This is an optimization exercise on Yosys and OpenROAD, whose aim is small area and a short achievable clock period, not a production implementation.
Where RTL was checked, it was by simulation tests only, not by an equivalence proof against the original.
Power and IR drop assume default switching activity.

## oak
## ram_pipe
module ram_pipe (
    input  logic        clk,
    input  logic        rst,
    input  logic        req_valid,
    output logic        req_ready,
    input  logic        req_we,
    input  logic [7:0]  req_addr,
    input  logic [15:0] req_wdata,
    output logic        rsp_valid,
    output logic [15:0] rsp_rdata,
    input  logic        clr_start,
    output logic        busy
);
Size in the first run: ~13000 cells after synthesis, ~4200 flip-flops, about 48 I/O pins, about 150000 um^2 of cells after synthesis.
Settings: LEC_CHECK=0, ABC_CLOCK_PERIOD_IN_PS=2000, CAP_MARGIN=20, CORE_MARGIN=2, CORE_UTILIZATION=50, SETUP_SLACK_MARGIN=1.8, SLEW_MARGIN=20; clock period 4.0 ns.
run.sh (not shown) runs the stock make flow with config.mk's settings and CLKGATE_MAP_FILE= SYNTH_SCRIPT=/design/flow/synth_recipe.tcl, a recipe that flattens the netlist after the stock synthesis.
oak | stages: all done | timing, DRC, antenna: all pass
Changes in pine relative to oak:
# oak
export LEC_CHECK = 0
export ABC_CLOCK_PERIOD_IN_PS = 2000
export CAP_MARGIN = 20
export CORE_MARGIN = 2
export CORE_UTILIZATION = 50
export SETUP_SLACK_MARGIN = 1.8
export SLEW_MARGIN = 20
create_clock -name core_clock -period 4.0 [get_ports {clk}]
# pine
export LEC_CHECK = 0
export ABC_CLOCK_PERIOD_IN_PS = 2000
export CAP_MARGIN = 20
export CORE_MARGIN = 2
export CORE_UTILIZATION = 65
export CTS_CLUSTER_DIAMETER = 60
export CTS_CLUSTER_SIZE = 30
export SETUP_SLACK_MARGIN = 1.8
export SLEW_MARGIN = 20
create_clock -name core_clock -period 4.0 [get_ports {clk}]
--- outcome ---
Between oak and pine, the detail-routed net length per standard cell is higher for pine. Compared to oak, pine shows a narrower setup margin. Against oak, pine comes in 11 points lower on fraction of power consumed by the clock network.
No run of this note included a check of the RTL's function; only the layout flow was run.

========
ram_pipe, a different RTL version from the one above (not shown whole).
For scale: ~13000 cells after synthesis, ~4300 flip-flops, roughly 48 I/O pins, about 0.14 mm2 of cells after synthesis.
==> flow/config.mk <==
export PLATFORM = sky130hd
export DESIGN_NAME = ram_pipe
export DESIGN_NICKNAME = ram_pipe
export VERILOG_FILES = /design/flow/design.v
export SDC_FILE = /design/flow/constraint.sdc
export NUM_CORES = 4
export LEC_CHECK = 0
export ABC_CLOCK_PERIOD_IN_PS = 2000
export CAP_MARGIN = 20
export CORE_MARGIN = 2
export CORE_UTILIZATION = 60
export CTS_CLUSTER_DIAMETER = 55
export CTS_CLUSTER_SIZE = 25
export SETUP_SLACK_MARGIN = 1.8
export SLEW_MARGIN = 30
export SYNTH_HIERARCHICAL = 1
export SYNTH_MINIMUM_KEEP_SIZE = 0
==> flow/constraint.sdc <==
create_clock -name core_clock -period 4.0 [get_ports {clk}]
set_input_delay 0.8000 -clock core_clock [delete_from_list [all_inputs] [get_ports {clk}]]
set_output_delay 0.8000 -clock core_clock [all_outputs]
set_load 0.01 [all_outputs]
Rerun with:
--- a/flow/config.mk
+++ b/flow/config.mk
@@ -14 +14 @@
-export SETUP_SLACK_MARGIN = 1.8
+export SETUP_SLACK_MARGIN = 2.2
Total power rose by 1.3%.
Wire length rose by 6.5%.
First-iteration DRC count rose by about 10%.
Count of clock-buffer cells in the layout rose by 2.
Setup slack improved by 0.14 ns.
Sequential power hardly moves.
Sequential share of layout area fell by 2.5 points.
Fmax rose by 6.5%.
Clock skew rose by 0.015 ns.
Via count rose by about 3%.
Register-to-register slack improved by 0.35 ns.
Rerun with:
--- a/flow/config.mk
+++ b/flow/config.mk
@@ -11,4 +11,5 @@
-export CORE_UTILIZATION = 60
-export CTS_CLUSTER_DIAMETER = 55
-export CTS_CLUSTER_SIZE = 25
-export SETUP_SLACK_MARGIN = 2.2
+export CORE_UTILIZATION = 70
+export CTS_CLUSTER_DIAMETER = 60
+export CTS_CLUSTER_SIZE = 30
+export PLACE_DENSITY = 0.75
+export SETUP_SLACK_MARGIN = 1.9
Outcome: The changed run completed with no timing, DRC or antenna violations; hold slack gets worse by 0.063 ns; design area fell by 7.1%; combinational power fell by 11%; utilization rose by 6.5 points; global-route usage rose by 2.4 points; via count fell by 1.7%; power fell by 10%; worst setup slack gets worse by 0.27 ns; clock-buffer cell count fell by 126; routed wire length fell by 8.5%.
No functional check of the RTL was part of any run of this note.

========
Another version of the RTL of ram_pipe (not shown whole).
Size in the first run: about 48 I/O pins, about 140000 um^2 of cells after synthesis.
// ram_pipe
module ram_pipe (
    input  logic        clk,
    input  logic        rst,
    input  logic        req_valid,
    output logic        req_ready,
    input  logic        req_we,
    input  logic [7:0]  req_addr,
    input  logic [15:0] req_wdata,
    output logic        rsp_valid,
    output logic [15:0] rsp_rdata,
    input  logic        clr_start,
    output logic        busy
);
==> flow/config.mk <==
export PLATFORM = sky130hd
export DESIGN_NAME = ram_pipe
export DESIGN_NICKNAME = ram_pipe
export VERILOG_FILES = /design/flow/design.v
export SDC_FILE = /design/flow/constraint.sdc
export NUM_CORES = 4
export LEC_CHECK = 0
export ABC_CLOCK_PERIOD_IN_PS = 2000
export CAP_MARGIN = 20
export CORE_MARGIN = 2
export CORE_UTILIZATION = 55
export CTS_CLUSTER_DIAMETER = 60
export CTS_CLUSTER_SIZE = 30
export SETUP_SLACK_MARGIN = 1.6
export SLEW_MARGIN = 30
export SYNTH_HIERARCHICAL = 1
export SYNTH_MINIMUM_KEEP_SIZE = 0
==> flow/constraint.sdc <==
create_clock -name core_clock -period 4.0 [get_ports {clk}]
set_input_delay 0.8000 -clock core_clock [delete_from_list [all_inputs] [get_ports {clk}]]
set_output_delay 0.8000 -clock core_clock [all_outputs]
set_load 0.01 [all_outputs]
Edit:
Settings changed: CORE_UTILIZATION 55 to 65, CTS_CLUSTER_DIAMETER 60 to 55, CTS_CLUSTER_SIZE 30 to 25.
Outcome: First-iteration DRC count grows by 12%; utilization rises by 9.7 points; total power falls by 2.0%; synthesized area does not change; synthesized cell count is unchanged; worst setup slack is worse by 110 ps; non-clock buffer count is lower by 123; final area came out lower by 2.1%; maximum frequency went down by 4.3%; hold slack is better by 220 ps; global-route usage is higher by 6.1 points.

re-timing with driven ports:
No port has a modelled driver above. Below, the same layouts with a new extraction and two added sets of constraints. Step 1 (the two cells are an assumption about what drives the block):
set clk [get_ports {clk}]
set_driving_cell -lib_cell sky130_fd_sc_hd__clkbuf_16 $clk
set_driving_cell -lib_cell sky130_fd_sc_hd__buf_2 [delete_from_list [all_inputs] $clk]
Step 2 moves the port delays by t, midway between the first and last clock arrival at a register: inputs arrive t later, outputs are due t later. That takes back most of the time a late clock gives input paths. a / b / c = ideal / step 1 / step 2; a / b = the first two.
| run | shift t [ns] | setup WS [ns] | worst register clock-pin slew, ns | cell pins on the clock port's net |
|---|---|---|---|---|
| oak | 1.073 | 0.717 / 0.717 / 0.717 | 0.07 / 0.07 | 1 |
| pine | 1.014 | 0.650 / 0.650 / 0.650 | 0.12 / 0.12 | 1 |
| the first run of note 2 | 1.050 | 1.632 / 1.632 / 0.633 | 0.10 / 0.10 | 1 |
| the second run of note 2 | 1.058 | 1.777 / 1.678 / 0.665 | 0.10 / 0.10 | 1 |
| the third run of note 2 | 1.017 | 1.502 / 1.520 / 0.503 | 0.12 / 0.12 | 1 |
| the first run of note 3 | 1.075 | 1.466 / 1.497 / 0.468 | 0.12 / 0.12 | 1 |
| the second run of note 3 | 1.026 | 1.353 / 1.378 / 0.352 | 0.10 / 0.10 | 1 |
After both steps every run listed still meets setup and hold. The setup slack of the second run of note 2, which loses most, moves by -0.099 ns with the drivers and by -1.112 ns with both steps.
